Source: an optimization exercise on an open RTL-to-GDS flow (aim: small area, a short achievable clock period and few clock cycles). Production flows keep margins and buffers that such runs may drop.
The RTL was checked by simulation tests, not by an equivalence proof against the original design.

==> flow/design.v, too long to show whole: its modules and the start of the top module <==
// module gtp_cordic_unit: 72 lines
// module gtp_cordic_last: 40 lines
// module gtp_zsum: 480 lines
// module gtp_dmul: 567 lines
// module gtp_gmul: 516 lines
// module gtp_near: 1218 lines
// module go_to_point_steering_controller: 524 lines
module go_to_point_steering_controller (
    input  logic                              clk,
    input  logic                              rst_n,
    input  logic                              in_valid,
    output logic                              in_ready,
    input  logic [1:0]                        in_kind,
    input  logic signed [15:0]                in_waypoint_x,
    input  logic signed [15:0]                in_waypoint_y,
    input  logic signed [15:0]                in_pose_x,
    input  logic signed [15:0]                in_pose_y,
    input  logic signed [14:0]                in_pose_heading,
    output logic                              out_valid,
    input  logic                              out_ready,
    output logic [14:0]                       out_linear_speed,
    output logic signed [15:0]                out_turn_rate,
    output logic [16:0]                       out_distance,
    output logic [2:0]                        out_status,
    output logic                              out_last,
    input  logic                              cfg_we,
    input  logic [gtp_pkg::CFG_IDX_W-1:0]     cfg_index,
    input  logic [gtp_pkg::CFG_DATA_W-1:0]    cfg_data
);
  // ...
==> flow/run.sh <==
#!/bin/bash
# synth_recipe.tcl (not shown) runs the flow's synth.tcl, then flattens the netlist and writes it again
# the make line also repeats each setting of config.mk as NAME=value (left out here)
make -C /OpenROAD-flow-scripts/flow DESIGN_CONFIG=/design/flow/config.mk WORK_HOME=/design/flow/orfs CLKGATE_MAP_FILE= SYNTH_SCRIPT=/design/flow/synth_recipe.tcl finish
==> flow/config.mk <==
export PLATFORM = sky130hd
export DESIGN_NAME = go_to_point_steering_controller
export DESIGN_NICKNAME = go_to_point_steering_controller
export VERILOG_FILES = /design/flow/design.v
export SDC_FILE = /design/flow/constraint.sdc
export NUM_CORES = 4
export LEC_CHECK = 0
export CAP_MARGIN = 20
export CORE_MARGIN = 2
export CORE_UTILIZATION = 55
export SLEW_MARGIN = 20
==> flow/constraint.sdc <==
create_clock -name core_clock -period 12.0 [get_ports {clk}]
set_input_delay 2.4000 -clock core_clock [delete_from_list [all_inputs] [get_ports {clk}]]
set_output_delay 2.4000 -clock core_clock [all_outputs]
set_load 0.01 [all_outputs]
==> flow_summary_export.csv, run 1 <==
group,metric,value,unit
global_routing,met1_usage,37.2,%
critical_path,crit_slowest_cell,"buf_4",
final_layout,seq_area_share,32.2,%
critical_path,crit_cells,16,
final_layout,final_cells,10568,
final_layout,largest_reg_flops,48,
final_layout,multi_input_area,52100,um^2
timing,finClkSkew,0.0402,ns
clock_network,cts_resized,0,
logic_synthesis,synth_top_family_by_area,"adder cells",
critical_path,reg2reg_slack,6.10,ns
global_routing,grt_pass1_wl,358000,um
logic_synthesis,synth_compound_area_share,11.5,%
final_layout,inverters,1144,
logic_synthesis,yosys.area_share.simple,8.60,%
critical_path,end_kind,"register",
hold_path,hp-class,"register to register",
critical_path,critPathKind,"register to register",
routing,maxUsedRoutingLayer,"met4",
critical_path,cpPeakStageDelay,0.73,ns
logic_synthesis,ys_ff_latch,1089,
outcome,status,"finished clean",
logic_synthesis,syn-cell-area,88300,um^2
floorplan,die_w,405,um
global_routing,grt_use_met3,3.41,%
final_layout,final_nets,9898,
placement,portBuffers,158,
floorplan,start_util,55.2,%
final_layout,regMostFlops,"tg",
logic_synthesis,synth.avg_cell_area,10.7,um^2
timing,finalHoldViolations,0,
clock_network,cts_sinks,1089,
final_layout,n_clock_buffer,160,
logic_synthesis,synth_top_cell_by_area,"edfxtp_1",
final_layout,final_common_cell,"inv_1",
Testbench counts, summed over its fixed seeds: cycles 1,998.
==> module gtp_cordic_unit, before the edit <==
module gtp_cordic_unit #(
    parameter int I  = 1,     
    parameter int WP = 25,    
    parameter int WR = 26     
) (
    input  logic                 clk,
    input  logic                 en,
    input  logic                 sec,
    input  logic [25:0]          xp,
    input  logic signed [WP-1:0] wp,
    input  logic [I-1:0]         sp,
    input  logic [16:0]          hp,
    output logic [25:0]          xr,
    output logic signed [WR-1:0] wr,
    output logic [I+1:0]         sr,
    output logic [16:0]          hr
);
    localparam int WM = (WP > WR) ? WP : WR;
    localparam int LX = WM - I;    
    logic signed [WM-1:0] wi, ws;
    logic [25:0] xi, xs, wsx, x_new;
    logic [WR-1:0] xsw, w_new;
    logic s, c, xcy, xneg;
    logic [LX-1:0] xlo;
    logic [25-LX:0] xhi;
    always_comb
    begin
        if (sec)
        begin
            xi = xr;
            wi = WM'(wr);
            s  = !wr[WR-1];
            xs = xr >> (I + 1);
            ws = WM'(wr) >>> (I + 1);
            c  = &wr[I:0];
        end
        else
        begin
            xi = xp;
            wi = WM'(wp);
            s  = !wp[WP-1];
            xs = xp >> I;
            ws = WM'(wp) >>> I;
            c  = &wp[I-1:0];
        end
        wsx = 26'(ws);
        xsw = WR'(xs);
        {xcy, xlo} = {1'b0, xi[LX-1:0]} + {1'b0, (s ? wsx[LX-1:0] : ~wsx[LX-1:0])} + (LX+1)'(s ? c : !c);
        xneg = s ? wsx[25] : !wsx[25];
        if (xcy && !xneg)      xhi = xi[25:LX] + 1'b1;
        else if (!xcy && xneg) xhi = xi[25:LX] - 1'b1;
        else                   xhi = xi[25:LX];
        x_new = {xhi, xlo};
        w_new = WR'(wi) + (s ? ~xsw : xsw) + WR'(s);
    end
    always_ff @(posedge clk)
    begin
        if (en)
        begin
            xr <= x_new;
            wr <= w_new;
            if (!sec)
            begin
                sr[I-1:0] <= sp;
                sr[I]     <= s;
                hr        <= hp;
            end
            else
                sr[I+1] <= s;
        end
    end
endmodule
==> module go_to_point_steering_controller, before the edit <==
module go_to_point_steering_controller (
    input  logic                              clk,
    input  logic                              rst_n,
    input  logic                              in_valid,
    output logic                              in_ready,
    input  logic [1:0]                        in_kind,
    input  logic signed [15:0]                in_waypoint_x,
    input  logic signed [15:0]                in_waypoint_y,
    input  logic signed [15:0]                in_pose_x,
    input  logic signed [15:0]                in_pose_y,
    input  logic signed [14:0]                in_pose_heading,
    output logic                              out_valid,
    input  logic                              out_ready,
    output logic [14:0]                       out_linear_speed,
    output logic signed [15:0]                out_turn_rate,
    output logic [16:0]                       out_distance,
    output logic [2:0]                        out_status,
    output logic                              out_last,
    input  logic                              cfg_we,
    input  logic [gtp_pkg::CFG_IDX_W-1:0]     cfg_index,
    input  logic [gtp_pkg::CFG_DATA_W-1:0]    cfg_data
);
    localparam logic signed [16:0] PI_Q     = 17'sd12868;
    localparam logic signed [16:0] TWO_PI_Q = 17'sd25736;
    localparam int TL = 16;      
    logic [15:0] arrive_tol_reg, deadband_reg, gain_reg;
    logic [14:0] max_turn_reg, min_speed_reg, max_speed_reg;
    logic [13:0] align_reg;
    logic [7:0]  timeout_reg;
    always_ff @(posedge clk or negedge rst_n)
    begin
        if (!rst_n)
        begin
            arrive_tol_reg <= 16'd410;
            deadband_reg   <= 16'd205;
            gain_reg       <= 16'd16384;
            max_turn_reg   <= 15'd8192;
            align_reg      <= 14'd410;
            min_speed_reg  <= 15'd819;
            max_speed_reg  <= 15'd8192;
            timeout_reg    <= 8'd40;
        end
        else if (cfg_we)
        begin
            case (cfg_index)
                3'd0: arrive_tol_reg <= cfg_data;
                3'd1: deadband_reg   <= cfg_data;
                3'd2: gain_reg       <= cfg_data;
                3'd3: max_turn_reg   <= cfg_data[14:0];
                3'd4: align_reg      <= cfg_data[13:0];
                3'd5: min_speed_reg  <= cfg_data[14:0];
                3'd6: max_speed_reg  <= cfg_data[14:0];
                default: timeout_reg <= cfg_data[7:0];
            endcase
        end
    end
    localparam logic [2:0] TG_NONE = 3'd0, TG_STEER = 3'd3;
    logic [TL:1][2:0] tg;
    logic [TL:1] tgs;            
    logic freeze;
    logic in_ready_r;
    assign in_ready = in_ready_r;
    logic acc, acc_pose, acc_goal, push;
    assign acc      = in_valid && in_ready_r;
    assign acc_pose = acc && (in_kind == 2'd1);
    assign acc_goal = acc && (in_kind == 2'd0);
    assign push     = acc && (in_kind != 2'd1);
    logic signed [15:0] gx, gy, gnx, gny, rx, ry;
    logic signed [14:0] rh;
    logic seen_acc;
    logic q0v, q1v, q0s, q1s;
    logic [1:0] q0k, q1k;
    logic busy_f;               
    logic [3:0] unres;          
    logic [3:0] ign;            
    logic [7:0] wcnt;
    logic pre_lock, g_chg;
    logic p_near2, last_steer, ln;
    logic signed [14:0] p_rh;
    logic rep_fire, rep_end;
    logic is_tick, is_goal, busy_e, t_steer, res, pre_ok, can_proc, proc, proc_steer;
    logic [7:0] wait_inc;
    logic abort;
    logic [2:0] code;
    logic goal_commit;
    logic busy_a, busy_n;
    logic [3:0] unres_a, ign_a, unres_n, ign_n;
    logic [7:0] wcnt_n;
    logic pre_lock_n;
    logic gnew_we;
    always_comb
    begin
        is_tick  = (q0k == 2'd2);
        is_goal  = (q0k == 2'd0);
        ln       = last_steer && p_near2;
        busy_e   = busy_f && !ln;
        t_steer  = busy_e && q0s;
        res      = !busy_e || (unres == 4'd0);
        pre_ok   = pre_lock || !g_chg;
        can_proc = q0v && (is_tick ? (!t_steer || (!tgs[1] && pre_ok)) : res);
        proc     = can_proc && !freeze;
        proc_steer = proc && is_tick && t_steer;
        wait_inc = (wcnt == 8'd255) ? wcnt : wcnt + 8'd1;
        abort    = (wait_inc >= timeout_reg);
        if (is_tick)
        begin
            if (!busy_e)        code = 3'd6;
            else if (!q0s)      code = abort ? 3'd5 : 3'd7;
            else                code = TG_STEER;
        end
        else if (is_goal)       code = busy_e ? 3'd2 : 3'd1;
        else                    code = busy_e ? 3'd4 : 3'd6;
        goal_commit = proc && is_goal && !busy_e;
        busy_a = busy_f; unres_a = unres; ign_a = ign;
        if (rep_fire)
        begin
            if (ign != 4'd0)
                ign_a = ign - 4'd1;
            else
            begin
                unres_a = unres - 4'd1;
                if (rep_end) busy_a = 1'b0;
            end
        end
        if (ln)
        begin
            busy_a = 1'b0;
            ign_a = ign_a + unres_a;
            unres_a = 4'd0;
        end
        busy_n = busy_a; unres_n = unres_a; ign_n = ign_a; wcnt_n = wcnt;
        if (proc)
        begin
            if (is_tick)
            begin
                if (busy_e && !q0s)
                begin
                    wcnt_n = wait_inc;
                    if (abort) busy_n = 1'b0;
                end
                else if (busy_e)
                    unres_n = unres_a + 4'd1;
            end
            else if (is_goal)
            begin
                if (!busy_e)
                begin
                    busy_n = 1'b1;
                    wcnt_n = 8'd0;
                end
            end
            else if (busy_e)
                busy_n = 1'b0;
        end
        pre_lock_n = q0v && is_tick && pre_ok && !proc;
        gnew_we = acc_goal && !((q0v && q0k == 2'd0 && !proc) || (q1v && q1k == 2'd0));
    end
    logic n0v, n1v, n0s, n1s;
    logic [1:0] n0k, n1k;
    logic pred_ok, in_ready_n;
    always_comb
    begin
        n0v = q0v; n0k = q0k; n0s = q0s;
        n1v = q1v; n1k = q1k; n1s = q1s;
        if (proc)
        begin
            n0v = q1v; n0k = q1k; n0s = q1s;
            n1v = 1'b0;
        end
        if (push)
        begin
            if (!n0v)
            begin
                n0v = 1'b1; n0k = in_kind; n0s = seen_acc;
            end
            else
            begin
                n1v = 1'b1; n1k = in_kind; n1s = seen_acc;
            end
        end
        pred_ok = !(goal_commit && n0k == 2'd2);
        in_ready_n = !n0v || (!n1v && pred_ok);
    end
    always_ff @(posedge clk or negedge rst_n)
    begin
        if (!rst_n)
        begin
            in_ready_r <= 1'b1;
            q0v <= 1'b0; q1v <= 1'b0;
            busy_f <= 1'b0; unres <= 4'd0; ign <= 4'd0; wcnt <= 8'd0;
            seen_acc <= 1'b0; pre_lock <= 1'b0; g_chg <= 1'b0; last_steer <= 1'b0;
        end
        else
        begin
            in_ready_r <= in_ready_n;
            q0v <= n0v; q1v <= n1v;
            busy_f <= busy_n; unres <= unres_n; ign <= ign_n; wcnt <= wcnt_n;
            if (acc_pose) seen_acc <= 1'b1;
            pre_lock <= pre_lock_n;
            g_chg <= goal_commit;
            last_steer <= proc_steer;
        end
    end
    always_ff @(posedge clk)
    begin
        q0k <= n0k; q0s <= n0s; q1k <= n1k; q1s <= n1s;
        if (acc_pose)
        begin
            rx <= in_pose_x; ry <= in_pose_y; rh <= in_pose_heading;
        end
        if (gnew_we)
        begin
            gnx <= in_waypoint_x; gny <= in_waypoint_y;
        end
        if (goal_commit)
        begin
            gx <= gnx; gy <= gny;
        end
    end
    logic signed [16:0] dxa, dxb, dya, dyb;
    logic signed [17:0] e1, e2;
    logic [15:0] ax, ay;
    logic dxneg, dyneg;
    always_comb
    begin
        dxa = 17'(gx) - 17'(rx);
        dxb = 17'(rx) - 17'(gx);
        dya = 17'(gy) - 17'(ry);
        dyb = 17'(ry) - 17'(gy);
        e1 = 18'(gx) + 18'(ry) - 18'(rx) - 18'(gy);
        e2 = 18'(gx) + 18'(gy) - 18'(rx) - 18'(ry);
        dxneg = gx < rx;
        dyneg = gy < ry;
        ax = dxneg ? dxb[15:0] : dxa[15:0];
        ay = dyneg ? dyb[15:0] : dya[15:0];
    end
    logic [15:0] p_ax, p_ay;
    logic p_dxn, p_dyn, p_dyp, p_sw;
    always_ff @(posedge clk)
    begin
        if (!pre_lock_n)
        begin
            p_ax  <= ax;
            p_ay  <= ay;
            p_dxn <= dxneg;
            p_dyn <= dyneg;
            p_dyp <= gy > ry;
            p_sw  <= e1[17] ^ e2[17];
            p_rh  <= rh;
        end
    end
    logic [15:0] pa, pb;
    assign pa = p_sw ? p_ay : p_ax;
    assign pb = p_sw ? p_ax : p_ay;
    logic near_w;
    gtp_near u_nr (.a(pa), .b(pb), .ax(p_ax), .ay(p_ay), .tol(arrive_tol_reg), .near(near_w));
    always_ff @(posedge clk)
        p_near2 <= near_w;
    logic en;
    assign en = !freeze;
    logic s0y, s1y;
    logic [17:0] x2n;
    logic signed [18:0] v2a, v2b;
    logic [25:0] r1_x;
    logic signed [25:0] r1_w;
    logic [1:0] r1_s;
    logic [16:0] r1_h;
    always_comb
    begin
        s0y = p_dxn ? !p_dyn : p_dyp;                            
        s1y = (s0y ^ p_dxn) ? (p_ay > p_ax) : (p_ax > p_ay);     
        x2n = 18'(pa) + {1'b0, pa, 1'b0} + 18'(pb);
        v2a = 19'(pa) + ~(19'(pb) + {2'b00, pb, 1'b0});         
        v2b = 19'(pb) + {2'b00, pb, 1'b0} + ~(19'(pa));         
    end
    always_ff @(posedge clk)
        if (en)
        begin
            r1_x <= {1'b0, x2n, 7'd0};
            r1_w <= {(s1y ? v2a : v2b), 7'h7f};
            r1_s <= {s1y, s0y};
            r1_h <= {p_dxn && !p_dyn, p_dxn && p_dyn, p_rh};
        end
    logic [25:0] x2s, x3s, x4s, x5s, x6s, x14;
    logic signed [24:0] w2s;
    logic signed [22:0] w3s;
    logic signed [20:0] w4s;
    logic signed [18:0] w5s;
    logic signed [16:0] w6s;
    logic signed [14:0] w7s;
    logic [3:0]  s2s;
    logic [5:0]  s3s;
    logic [7:0]  s4s;
    logic [9:0]  s5s;
    logic [11:0] s6s;
    logic [13:0] s8s;
    logic [16:0] h2s, h3s, h4s, h5s, h6s, h8s;
    gtp_cordic_unit #(.I(2),  .WP(26), .WR(25)) u1 (.clk(clk), .en(en), .sec(tgs[2]),
        .xp(r1_x), .wp(r1_w), .sp(r1_s), .hp(r1_h),
        .xr(x2s), .wr(w2s), .sr(s2s), .hr(h2s));
    gtp_cordic_unit #(.I(4),  .WP(25), .WR(23)) u2 (.clk(clk), .en(en), .sec(tgs[4]),
        .xp(x2s), .wp(w2s), .sp(s2s), .hp(h2s),
        .xr(x3s), .wr(w3s), .sr(s3s), .hr(h3s));
    gtp_cordic_unit #(.I(6),  .WP(23), .WR(21)) u3 (.clk(clk), .en(en), .sec(tgs[6]),
        .xp(x3s), .wp(w3s), .sp(s3s), .hp(h3s),
        .xr(x4s), .wr(w4s), .sr(s4s), .hr(h4s));
    gtp_cordic_unit #(.I(8),  .WP(21), .WR(19)) u4 (.clk(clk), .en(en), .sec(tgs[8]),
        .xp(x4s), .wp(w4s), .sp(s4s), .hp(h4s),
        .xr(x5s), .wr(w5s), .sr(s5s), .hr(h5s));
    gtp_cordic_unit #(.I(10), .WP(19), .WR(17)) u5 (.clk(clk), .en(en), .sec(tgs[10]),
        .xp(x5s), .wp(w5s), .sp(s5s), .hp(h5s),
        .xr(x6s), .wr(w6s), .sr(s6s), .hr(h6s));
    gtp_cordic_unit #(.I(12), .WP(17), .WR(15)) u6 (.clk(clk), .en(en), .sec(tgs[12]),
        .xp(x6s), .wp(w6s), .sp(s6s), .hp(h6s),
        .xr(x14), .wr(w7s), .sr(s8s), .hr(h8s));
    logic [41:0] dm_a, dm_b;
    logic [24:0] dm_lo;
    logic signed [16:0] e_raw;
    gtp_dmul u_dm (.x(x14), .ra(dm_a), .rb(dm_b));
    assign dm_lo = {1'b0, dm_a[23:0]} + {1'b0, dm_b[23:0]};
    gtp_zsum u_zs (.s(s8s), .qp(h8s[16]), .qn(h8s[15]), .rh(h8s[14:0]), .e(e_raw));
    logic [17:0] r8_da, r8_db;
    logic r8_dc;
    logic signed [16:0] r8_e;
    always_ff @(posedge clk)
        if (en)
        begin
            r8_da <= dm_a[41:24];
            r8_db <= dm_b[41:24];
            r8_dc <= dm_lo[24];
            r8_e <= e_raw;
        end
    logic [16:0] p2_dist;
    logic [17:0] r8_d;
    logic signed [16:0] p2_em, p2_ep, p2_e;
    logic p2_db, p2_arr;
    always_comb
    begin
        r8_d = r8_da + r8_db + 18'(r8_dc);
        p2_dist = r8_d[17] ? 17'd131071 : r8_d[16:0];
        p2_em = r8_e - TWO_PI_Q;
        p2_ep = r8_e + TWO_PI_Q;
        if (r8_e > PI_Q)       p2_e = p2_em;
        else if (r8_e < -PI_Q) p2_e = p2_ep;
        else                   p2_e = r8_e;
        p2_db  = p2_dist > 17'(deadband_reg);
        p2_arr = p2_dist < 17'(arrive_tol_reg);
    end
    logic signed [14:0] r9_e;
    logic [16:0] r9_dist;
    logic r9_db, r9_arr;
    always_ff @(posedge clk)
        if (en)
        begin
            r9_e <= p2_e[14:0];
            r9_dist <= p2_dist;
            r9_db <= p2_db;
            r9_arr <= p2_arr;
        end
    logic [30:0] g_ra, g_rb;
    logic [12:0] g_lo;
    logic [14:0] p3_ae;
    logic p3_al;
    logic [8:0] bn, bo, bt;
    logic [18:0] gpad;
    assign gpad = {2'b00, gain_reg, 1'b0};
    always_ff @(posedge clk)
        for (int j = 0; j < 9; j++)
        begin
            bn[j] <= gpad[2*j+2];
            bo[j] <= gpad[2*j+1] ^ gpad[2*j];
            bt[j] <= (gpad[2*j+2] && !gpad[2*j+1] && !gpad[2*j]) ||
                     (!gpad[2*j+2] && gpad[2*j+1] && gpad[2*j]);
        end
    gtp_gmul u_gm (.e(r9_e), .bn(bn), .bo(bo), .bt(bt), .ra(g_ra), .rb(g_rb));
    assign g_lo = {1'b0, g_ra[11:0]} + {1'b0, g_rb[11:0]};
    always_comb
    begin
        p3_ae = r9_e[14] ? 15'(-r9_e) : 15'(r9_e);
        p3_al = p3_ae < 15'(align_reg);
    end
    logic [18:0] r10_ta, r10_tb;
    logic r10_tc;
    logic [16:0] r10_dist;
    logic r10_db, r10_al, r10_arr;
    always_ff @(posedge clk)
        if (en)
        begin
            r10_ta <= g_ra[30:12];
            r10_tb <= g_rb[30:12];
            r10_tc <= g_lo[12];
            r10_dist <= r9_dist;
            r10_db <= r9_db;
            r10_al <= p3_al;
            r10_arr <= r9_arr;
        end
    logic signed [18:0] mt_s, r10_t;
    logic signed [15:0] p4_turn;
    logic [14:0] p4_lin;
    always_comb
    begin
        r10_t = r10_ta + r10_tb + 19'(r10_tc);
        mt_s = 19'(max_turn_reg);
        if (!r10_db)               p4_turn = 16'sd0;
        else if (r10_t > mt_s)     p4_turn = 16'(mt_s);
        else if (r10_t < -mt_s)    p4_turn = -(16'(mt_s));
        else                       p4_turn = 16'(r10_t);
        if (!(r10_db && r10_al))
            p4_lin = 15'd0;
        else if (r10_dist < 17'(min_speed_reg))
            p4_lin = (min_speed_reg > max_speed_reg) ? max_speed_reg : min_speed_reg;
        else if (r10_dist > 17'(max_speed_reg))
            p4_lin = max_speed_reg;
        else
            p4_lin = r10_dist[14:0];
    end
    always_ff @(posedge clk or negedge rst_n)
    begin
        if (!rst_n)
        begin
            for (int j = 1; j <= TL; j++)
            begin
                tg[j] <= TG_NONE;
                tgs[j] <= 1'b0;
            end
        end
        else if (en)
        begin
            tg[1] <= proc ? code : TG_NONE;
            tgs[1] <= proc_steer;
            for (int j = 2; j <= TL; j++)
            begin
                tg[j] <= tg[j-1];
                tgs[j] <= tgs[j-1];
            end
        end
    end
    logic ov, sb_pend, gae, skv;
    logic [2:0] skst;
    logic [14:0] olin;
    logic signed [15:0] oturn;
    logic [16:0] odist;
    logic [2:0] ost;
    logic olast;
    logic [2:0] tge, e_st;
    logic e_valid, e_steer, e_run, can_load, o_sb, o_sk, o_e, to_sk, e_take;
    always_comb
    begin
        tge = tg[TL];
        e_valid = (tge != TG_NONE);
        e_steer = tgs[TL];
        e_run = e_steer && gae;
        e_st = e_steer ? 3'd6 : tge;            
        can_load = !ov || out_ready;
        o_sb = can_load && sb_pend;
        o_sk = can_load && !sb_pend && skv;
        o_e  = can_load && !sb_pend && !skv && e_valid;
        to_sk = e_valid && !o_e && !e_run && (!skv || o_sk);
        e_take = o_e || to_sk;
        freeze = e_valid && !e_take;
        rep_fire = e_take && e_steer;
        rep_end = gae && r10_arr;
    end
    always_ff @(posedge clk or negedge rst_n)
    begin
        if (!rst_n)
        begin
            ov <= 1'b0; sb_pend <= 1'b0; gae <= 1'b0; skv <= 1'b0;
        end
        else
        begin
            ov <= o_sb || o_sk || o_e || (ov && !out_ready);
            if (o_sb)
                sb_pend <= 1'b0;
            else if (o_e && e_run && r10_arr)
                sb_pend <= 1'b1;
            if (to_sk)
                skv <= 1'b1;
            else if (o_sk)
                skv <= 1'b0;
            if (e_take)
            begin
                if (e_run && r10_arr)
                    gae <= 1'b0;
                else if (!e_steer && tge == 3'd1)
                    gae <= 1'b1;
                else if (!e_steer && (tge == 3'd4 || tge == 3'd5))
                    gae <= 1'b0;
            end
        end
    end
    always_ff @(posedge clk)
    begin
        if (to_sk)
            skst <= e_st;
        if (o_sb)
        begin
            olin <= 15'd0; oturn <= 16'sd0; ost <= 3'd3; olast <= 1'b1;
        end
        else if (o_sk)
        begin
            olin <= 15'd0; oturn <= 16'sd0; odist <= 17'd0; ost <= skst; olast <= 1'b1;
        end
        else if (o_e)
        begin
            if (e_run)
            begin
                olin <= p4_lin; oturn <= p4_turn; odist <= r10_dist;
                ost <= 3'd0; olast <= !r10_arr;
            end
            else
            begin
                olin <= 15'd0; oturn <= 16'sd0; odist <= 17'd0;
                ost <= e_st; olast <= 1'b1;
            end
        end
    end
    assign out_valid        = ov;
    assign out_linear_speed = olin;
    assign out_turn_rate    = oturn;
    assign out_distance     = odist;
    assign out_status       = ost;
    assign out_last         = olast;
endmodule
==> run 2, diff against run 1 <==
--- a/flow/design.v
+++ b/flow/design.v
@@ -83,2 +83,3 @@
     input  logic                 sec,
+    input  logic                 secp,    
     input  logic [25:0]          xp,
@@ -100,11 +101,18 @@
     logic [25-LX:0] xhi;
+    logic sec_x, sec_wn;
+    always_ff @(posedge clk)
+        if (en)
+        begin
+            sec_x  <= secp;
+            sec_wn <= !secp;
+        end
     always_comb
     begin
+        xi = sec_x ? xr : xp;
+        ws = sec_x ? (WM'(wr) >>> (I + 1)) : (WM'(wp) >>> I);
+        wi = sec_wn ? WM'(wp) : WM'(wr);
+        xs = sec_wn ? (xp >> I) : (xr >> (I + 1));
         if (sec)
         begin
-            xi = xr;
-            wi = WM'(wr);
             s  = !wr[WR-1];
-            xs = xr >> (I + 1);
-            ws = WM'(wr) >>> (I + 1);
             c  = &wr[I:0];
@@ -113,7 +121,3 @@
         begin
-            xi = xp;
-            wi = WM'(wp);
             s  = !wp[WP-1];
-            xs = xp >> I;
-            ws = WM'(wp) >>> I;
             c  = &wp[I-1:0];
@@ -3265,18 +3269,18 @@
     logic [16:0] h2s, h3s, h4s, h5s, h6s, h8s;
-    gtp_cordic_unit #(.I(2),  .WP(26), .WR(25)) u1 (.clk(clk), .en(en), .sec(tgs[2]),
+    gtp_cordic_unit #(.I(2),  .WP(26), .WR(25)) u1 (.clk(clk), .en(en), .sec(tgs[2]), .secp(tgs[1]),
         .xp(r1_x), .wp(r1_w), .sp(r1_s), .hp(r1_h),
         .xr(x2s), .wr(w2s), .sr(s2s), .hr(h2s));
-    gtp_cordic_unit #(.I(4),  .WP(25), .WR(23)) u2 (.clk(clk), .en(en), .sec(tgs[4]),
+    gtp_cordic_unit #(.I(4),  .WP(25), .WR(23)) u2 (.clk(clk), .en(en), .sec(tgs[4]), .secp(tgs[3]),
         .xp(x2s), .wp(w2s), .sp(s2s), .hp(h2s),
         .xr(x3s), .wr(w3s), .sr(s3s), .hr(h3s));
-    gtp_cordic_unit #(.I(6),  .WP(23), .WR(21)) u3 (.clk(clk), .en(en), .sec(tgs[6]),
+    gtp_cordic_unit #(.I(6),  .WP(23), .WR(21)) u3 (.clk(clk), .en(en), .sec(tgs[6]), .secp(tgs[5]),
         .xp(x3s), .wp(w3s), .sp(s3s), .hp(h3s),
         .xr(x4s), .wr(w4s), .sr(s4s), .hr(h4s));
-    gtp_cordic_unit #(.I(8),  .WP(21), .WR(19)) u4 (.clk(clk), .en(en), .sec(tgs[8]),
+    gtp_cordic_unit #(.I(8),  .WP(21), .WR(19)) u4 (.clk(clk), .en(en), .sec(tgs[8]), .secp(tgs[7]),
         .xp(x4s), .wp(w4s), .sp(s4s), .hp(h4s),
         .xr(x5s), .wr(w5s), .sr(s5s), .hr(h5s));
-    gtp_cordic_unit #(.I(10), .WP(19), .WR(17)) u5 (.clk(clk), .en(en), .sec(tgs[10]),
+    gtp_cordic_unit #(.I(10), .WP(19), .WR(17)) u5 (.clk(clk), .en(en), .sec(tgs[10]), .secp(tgs[9]),
         .xp(x5s), .wp(w5s), .sp(s5s), .hp(h5s),
         .xr(x6s), .wr(w6s), .sr(s6s), .hr(h6s));
-    gtp_cordic_unit #(.I(12), .WP(17), .WR(15)) u6 (.clk(clk), .en(en), .sec(tgs[12]),
+    gtp_cordic_unit #(.I(12), .WP(17), .WR(15)) u6 (.clk(clk), .en(en), .sec(tgs[12]), .secp(tgs[11]),
         .xp(x6s), .wp(w6s), .sp(s6s), .hp(h6s),
--- a/flow/config.mk
+++ b/flow/config.mk
@@ -9,3 +9,5 @@
 export CORE_MARGIN = 2
-export CORE_UTILIZATION = 55
+export CORE_UTILIZATION = 62
+export CTS_BUF_LIST = sky130_fd_sc_hd__clkbuf_8
+export CTS_CLUSTER_SIZE = 40
 export SLEW_MARGIN = 20
==> flow_summary_export.csv, run 2 <==
group,metric,value,unit
clock_network,root_buffer,"clkbuf_8",
floorplan,pin_count,159,
final_layout,regMostFlops,"tg",
final_layout,final_nets,10044,
global_routing,grt_usage,30.7,%
timing,rsz0062_at_grt,"no",
clock_network,path_clk_slew,0.07,ns
routing,drtIter0Drc,4969,
clock_network,cts_max_level,4,
clock_network,cts_tree,"built",
global_routing,grt_max_degree,165,
placement,gp_congestion,0.934,
final_layout,drive_above_1_share,8.13,%
logic_synthesis,synth.avg_cell_area,10.7,um^2
logic_synthesis,synth_top_cell_by_area,"edfxtp_1",
timing,finalCritPeriodShare,49.2,%
logic_synthesis,synthArstFlopShare,18.8,%
routing,wire_per_inst,21.2,um
critical_path,startpoint_type,"register",
placement,pre_cts_ws,5.38,ns
logic_synthesis,ys.warnings.count,7,
outcome,status,"finished clean",
global_routing,grt_pass1_vias,63114,
routing,vias_per_cell,5.91,
logic_synthesis,synth_edf_count,831,
logic_synthesis,syn_nets,9885,
clock_network,cts_sinks,1101,
hold_path,hp-class,"register to register",
floorplan,core,143000,um^2
final_layout,largest_reg_flops,48,
timing,fin_ws,6.10,ns
logic_synthesis,ys_seq_area_share,35.1,%
routing,wirelength,224000,um
logic_synthesis,ys_ff_latch,1101,
timing,slew_viol_final,0,
floorplan,die_h,384,um
final_layout,area_delta_synth_final,8.24,%
critical_path,end_kind,"register",
logic_synthesis,synth.most_common_cell,"inv_1",
critical_path,cp.arrival,6.57,ns
logic_synthesis,yosysUniqueCellTypes,100,
placement,portBuffers,158,
routing,firstDrtPassIters,6,
floorplan,start_util,62.4,%
timing,max_freq,169,MHz
timing,setup_viol,0,
routing,ant_nets,0,
final_layout,mostFrequentLayoutCells,"1,204 x inv_1, 831 x edfxtp_1, 826 x ha_1, 603 x fa_1, 569 x xnor2_1",
logic_synthesis,synth.area.top_cells,"edfxtp_1 28%, fa_1 13%, ha_1 12%",
floorplan,die_w,384,um
clock_network,post-cts-setup-buffers,0,
timing,fin_setup_tns,0,ns
clock_network,clkLatencyLatePin,0.97,ns
timing,slew_headroom,26.8,%
timing,tightest_slew,1.10,ns
timing,finalHoldViolations,0,
global_routing,antenna_found_initial,9,
global_routing,grt_pass1_wl,353000,um
logic_synthesis,synthesis.instances,8351,
timing,finClkSkew,0.0614,ns
clock_network,clockBufferDepth,3,
critical_path,critPathKind,"register to register",
final_layout,final_common_cell,"inv_1",
clock_network,cts_resized,0,
logic_synthesis,yosys_most_used_dff,"edfxtp_1",
final_layout,final_cells,10577,
routing,vias,62481,
critical_path,crit_required,12.67,ns
clock_network,numCtsBuffers,190,
placement,dp_cells,10220,
logic_synthesis,syn-cell-area,89600,um^2
run,drv_cap,0,
placement,dpl.hpwl,173000,um
logic_synthesis,synth.cells.most_frequent,"1,150 x inv_1, 831 x edfxtp_1, 826 x ha_1",
timing,period_needed,5.90,ns
clock_network,ctsHoldBuffers,0,
routing,drcViolationCount,0,
placement,post_dp_cell_area,93200,um^2
critical_path,worstPathMaxFanout,9,
final_layout,final_area,96900,um^2
logic_synthesis,synth_top_area_share,27.9,%
floorplan,dieArea,147000,um^2
global_routing,grt-ovfl-total,0,
floorplan,rows,139,
## run 2: cells by family after synthesis
kind of cell / count (synthesis) / synth area share [%]
xor gates and xnor gates: 759 / 7.43
buffers and inverters: 1411 / 5.96
muxes: 575 / 6.81
and+or+nand+nor: 1516 / 8.10
DFF: 1101 / 35.1
AOI/OAI and AO/OA: 1557 / 11.5
adders and majority gates: 1432 / 25.1
## run 2: per-stage QoR
step | utilization [%] | hold slack [ns]
floorplan | - | 0.364
global placement | 64.9 | 0.378
detailed placement | 64.9 | 0.394
CTS | 67.5 | 0.399
global route | 67.6 | 0.410
finish | 67.6 | 0.402
## run 2: critical path, cell delays in order, from the launching register on
cell and delay [ns]:
edfxtp_1 0.64, fa_1 0.60, fa_1 0.47, fa_1 0.51, inv_1 0.05, fa_1 0.48, inv_1 0.05, ha_1 0.30
a21o_1 0.16, a21oi_1 0.32, a21o_1 0.19, a21boi_1 0.10, o41a_1 0.37, a2111oi_2 0.64, o221ai_1 0.24, o41ai_1 0.41
xnor2_1 0.11
## run 2: final cells by class
class,instances,area [um^2]
timing repair buffer,223,2090
multi-input combinational,5839,52900
sequential,1101,31400
tap,1903,2380
clock buffer,201,2770
inverter,1155,4340
clock inverter,153,995
fill,11125,46500
antenna,2,5.00
## run 2: per-layer routing
metal	track usage [%]	up-vias	share of wire, %
li1	-	29290	-
met1	43.2	30834	44
met2	48.9	1924	46
met3	4.88	429	6.5
met4	9.91	4	3.0
met5	0	-	0.010
## run 2: path summary, 6_finish.rpt
check | slack (ns) | cells after the start | to | from
hold / removal | 0.40 | 0 | u6.hr[3] | u5.hr[3]
max in group asynchronous | 9.21 | 2 | tg[15] | rst_n
setup / recovery | 6.10 | 16 | r8_e[15] | u6.sr[0]
min in group asynchronous | 1.46 | 1 | align_reg[12] | rst_n
setup reg to reg | 6.10 | 16 | r8_e[15] | u6.sr[0]
hold reg to reg | 0.40 | 0 | u6.hr[3] | u5.hr[3]
Testbench counts of run 2, summed over its fixed seeds: cycles 1,998.
==> run 3, diff against run 2 <==
--- a/flow/design.v
+++ b/flow/design.v
@@ -140,10 +140,6 @@
             wr <= w_new;
-            if (!sec)
-            begin
-                sr[I-1:0] <= sp;
-                sr[I]     <= s;
-                hr        <= hp;
-            end
-            else
-                sr[I+1] <= s;
+            sr[I-1:0] <= sec_x ? sr[I-1:0] : sp;
+            sr[I]     <= sec_x ? sr[I] : s;
+            sr[I+1]   <= s;
+            hr        <= sec_x ? hr : hp;
         end
@@ -3208,4 +3204,5 @@
     end
-    logic [15:0] p_ax, p_ay;
-    logic p_dxn, p_dyn, p_dyp, p_sw;
+    logic [15:0] pa, pb;
+    logic p_dxn, p_dyn, p_dyp, p_sw, sw_n;
+    assign sw_n = e1[17] ^ e2[17];
     always_ff @(posedge clk)
@@ -3214,4 +3211,4 @@
         begin
-            p_ax  <= ax;
-            p_ay  <= ay;
+            pa    <= sw_n ? ay : ax;
+            pb    <= sw_n ? ax : ay;
             p_dxn <= dxneg;
@@ -3219,3 +3216,3 @@
             p_dyp <= gy > ry;
-            p_sw  <= e1[17] ^ e2[17];
+            p_sw  <= sw_n;
             p_rh  <= rh;
@@ -3223,7 +3220,4 @@
     end
-    logic [15:0] pa, pb;
-    assign pa = p_sw ? p_ay : p_ax;
-    assign pb = p_sw ? p_ax : p_ay;
     logic near_w;
-    gtp_near u_nr (.a(pa), .b(pb), .ax(p_ax), .ay(p_ay), .tol(arrive_tol_reg), .near(near_w));
+    gtp_near u_nr (.a(pa), .b(pb), .ax(pa), .ay(pb), .tol(arrive_tol_reg), .near(near_w));
     always_ff @(posedge clk)
@@ -3242,3 +3236,3 @@
         s0y = p_dxn ? !p_dyn : p_dyp;                            
-        s1y = (s0y ^ p_dxn) ? (p_ay > p_ax) : (p_ax > p_ay);     
+        s1y = (pa > pb) && ((s0y ^ p_dxn) ? p_sw : !p_sw);
         x2n = 18'(pa) + {1'b0, pa, 1'b0} + 18'(pb);
==> flow_summary_export.csv, run 3 <==
group,metric,value,unit
clock_network,clockBufferDepth,3,
critical_path,r2r_cells,19,
floorplan,dieArea,146000,um^2
logic_synthesis,synth_top_area_share,28.2,%
placement,gp_congestion,0.915,
critical_path,startpoint_type,"input pin",
global_routing,grt-ovfl-total,0,
logic_synthesis,synth.area.top_cells,"edfxtp_1 28%, fa_1 13%, ha_1 12%",
final_layout,area_delta_synth_final,8.43,%
hold_path,worstHoldStart,"p_rh[5]",
floorplan,rows,138,
routing,wire_per_inst,20.6,um
critical_path,crit_slowest_cell,"buf_4",
logic_synthesis,ys_seq_area_share,35.5,%
routing,drtIter0Drc,4183,
logic_synthesis,synth_top_cell_by_area,"edfxtp_1",
routing,vias,61178,
global_routing,grt_pass1_vias,62187,
final_layout,final_common_cell,"inv_1",
timing,max_freq,155,MHz
final_layout,final_area,96100,um^2
logic_synthesis,yosysUniqueCellTypes,94,
final_layout,mostFrequentLayoutCells,"1,191 x inv_1, 831 x edfxtp_1, 822 x ha_1, 597 x fa_1, 559 x xnor2_1",
placement,dp_cells,10086,
hold_path,hp-class,"register to register",
clock_network,numCtsBuffers,193,
critical_path,critPathKind,"input pin to register",
final_layout,regMostFlops,"tg",
logic_synthesis,synthesis.instances,8229,
final_layout,final_nets,9915,
timing,finalCritPeriodShare,53.8,%
routing,ant_nets,0,
logic_synthesis,synthArstFlopShare,18.8,%
timing,finalHoldViolations,0,
timing,rsz0062_at_grt,"no",
placement,portBuffers,158,
clock_network,cts_sinks,1101,
placement,dpl.hpwl,165000,um
critical_path,startpoint,"out_ready",
critical_path,crit_family,"buffers and inverters",
critical_path,cp_cell_sequence,"clkdlybuf4s50_1 -> nand2b_1 -> nor2b_1 -> a21oi_1 -> nor2_1 -> nor2_4 -> buf_4 -> inv_8 -> buf_4 -> buf_12",
clock_network,clkLatencyLatePin,0.96,ns
critical_path,timing.rr.start,"r10_ta[0]",
critical_path,cp.arrival,6.99,ns
logic_synthesis,syn-cell-area,88600,um^2
global_routing,antenna_found_initial,6,
logic_synthesis,syn_nets,9753,
clock_network,post-cts-setup-buffers,0,
timing,period_needed,6.46,ns
timing,fin_ws,5.54,ns
logic_synthesis,synth.avg_cell_area,10.8,um^2
global_routing,grt_pass1_wl,341000,um
critical_path,end_kind,"register",
critical_path,crit_required,12.53,ns
global_routing,grt_max_degree,184,
outcome,status,"finished clean",
clock_network,ctsHoldBuffers,0,
placement,post_dp_cell_area,92200,um^2
clock_network,cts_resized,0,
clock_network,cts_max_level,4,
final_layout,largest_reg_flops,48,
placement,pre_cts_ws,4.46,ns
timing,fin_setup_tns,0,ns
critical_path,cpPeakStageDelay,0.86,ns
global_routing,grt_usage,29.7,%
logic_synthesis,yosys_most_used_dff,"edfxtp_1",
timing,slew_viol_final,0,
clock_network,path_clk_slew,0.06,ns
critical_path,crit_cells,10,
routing,wirelength,216000,um
floorplan,pin_count,159,
routing,firstDrtPassIters,6,
floorplan,core,142000,um^2
timing,tightest_slew,1.08,ns
clock_network,root_buffer,"clkbuf_8",
hold_path,min_path_cells,0,
timing,finClkSkew,0.0486,ns
floorplan,die_w,382,um
logic_synthesis,ys.warnings.count,7,
critical_path,path_common_cell,"buf_4",
final_layout,drive_above_1_share,8.19,%
logic_synthesis,synth_edf_count,831,
logic_synthesis,synth.most_common_cell,"inv_1",
final_layout,final_cells,10452,
floorplan,die_h,382,um
logic_synthesis,ys_ff_latch,1101,
floorplan,start_util,62.5,%
run,drv_cap,0,
clock_network,cts_tree,"built",
final_layout,final_util,67.8,%
routing,drcViolationCount,0,
timing,slew_headroom,28.0,%
logic_synthesis,synth.cells.most_frequent,"1,115 x inv_1, 831 x edfxtp_1, 822 x ha_1",
timing,setup_viol,0,
critical_path,worstPathMaxFanout,183,
critical_path,crit_buf_inv,5,
routing,vias_per_cell,5.85,
[run 3: logic make-up after synthesis]
family                   share of synthesized area (%)
AND/OR/NAND/NOR                                   8.23
flip-flops                                        35.5
adder cells (fa/ha/maj)                           25.1
AO/OA/AOI/OAI                                     10.4
buffers and inverters                             5.81
XOR/XNOR                                          7.57
multiplexers                                      7.39
[run 3: worst reg2reg max path: cells and delay by family (launching register included)]
family,cells,cell delay [ns]
buffers and inverters,1,0.12
AO/OA/AOI/OAI,11,3.29
flip-flops,1,0.40
multiplexers,1,0.42
AND/OR/NAND/NOR,2,0.15
adder cells (fa/ha/maj),3,1.09
XOR/XNOR,1,0.26
[run 3: layout make-up]
class / count / area, um^2
Multi-Input combinational cell: 5764 / 52200
Fill cell: 11073 / 45700
Sequential cell: 1101 / 31400
Inverter: 1119 / 4210
Clock buffer: 209 / 2880
Tap cell: 1890 / 2360
Timing Repair Buffer: 212 / 2020
Clock inverter: 153 / 998
Antenna cell: 4 / 10.0
[run 3: worst paths after layout]
check	end	slack (ns)
hold reg to reg	r1_h[5]	0.41
max in group asynchronous	tg[1]	8.31
hold / removal	r1_h[5]	0.41
setup / recovery	u4.xr[14]	5.54
min in group asynchronous	max_speed_reg[11]	1.43
setup reg to reg	oturn[5]	6.16
[run 3: stage by stage]
stage	hold WS (ns)
after floorplan	0.364
after global placement	0.400
after detailed placement	0.405
after CTS	0.405
after global routing	0.407
final	0.411
[run 3: metal layers]
metal / up-vias / global-route usage (%) / part of all wire, %
li1: 28791 / - / -
met1: 30285 / 40.2 / 43
met2: 1679 / 49.4 / 48
met3: 419 / 3.68 / 5.3
met4: 4 / 11.0 / 3.6
met5: - / 0 / 0.012
Testbench counts of run 3, summed over its fixed seeds: cycles 1,998.

[afterwards: timing with drivers on the ports]
The flow's constraints put no driver on any port. The routed layouts listed below were extracted and timed again, unchanged, in two steps. Step 1, drivers: a clkbuf_16 drives clk and a buf_2 each remaining input, both assumed. Step 2 also shifts input and output timing later by t, the mid clock arrival at the registers, as if the neighbouring blocks saw the same clock. a / b / c = ideal / step 1 / step 2; a / b = the first two.
run	t (ns)	setup slack, ns	worst hold slack (ns)	worst data-port slew with drivers (ns)
run 1	0.872	6.096 / 6.096 / 5.408	0.408 / 0.408 / 0.408	0.13
run 2	1.022	6.098 / 6.098 / 5.223	0.402 / 0.402 / 0.402	0.10
run 3	0.998	5.543 / 5.594 / 4.596	0.411 / 0.411 / 0.411	0.13
After both steps setup and hold are still met in every run listed. The setup slack of run 3, which loses most, moves by +0.051 ns with the drivers and by -0.947 ns with both steps.
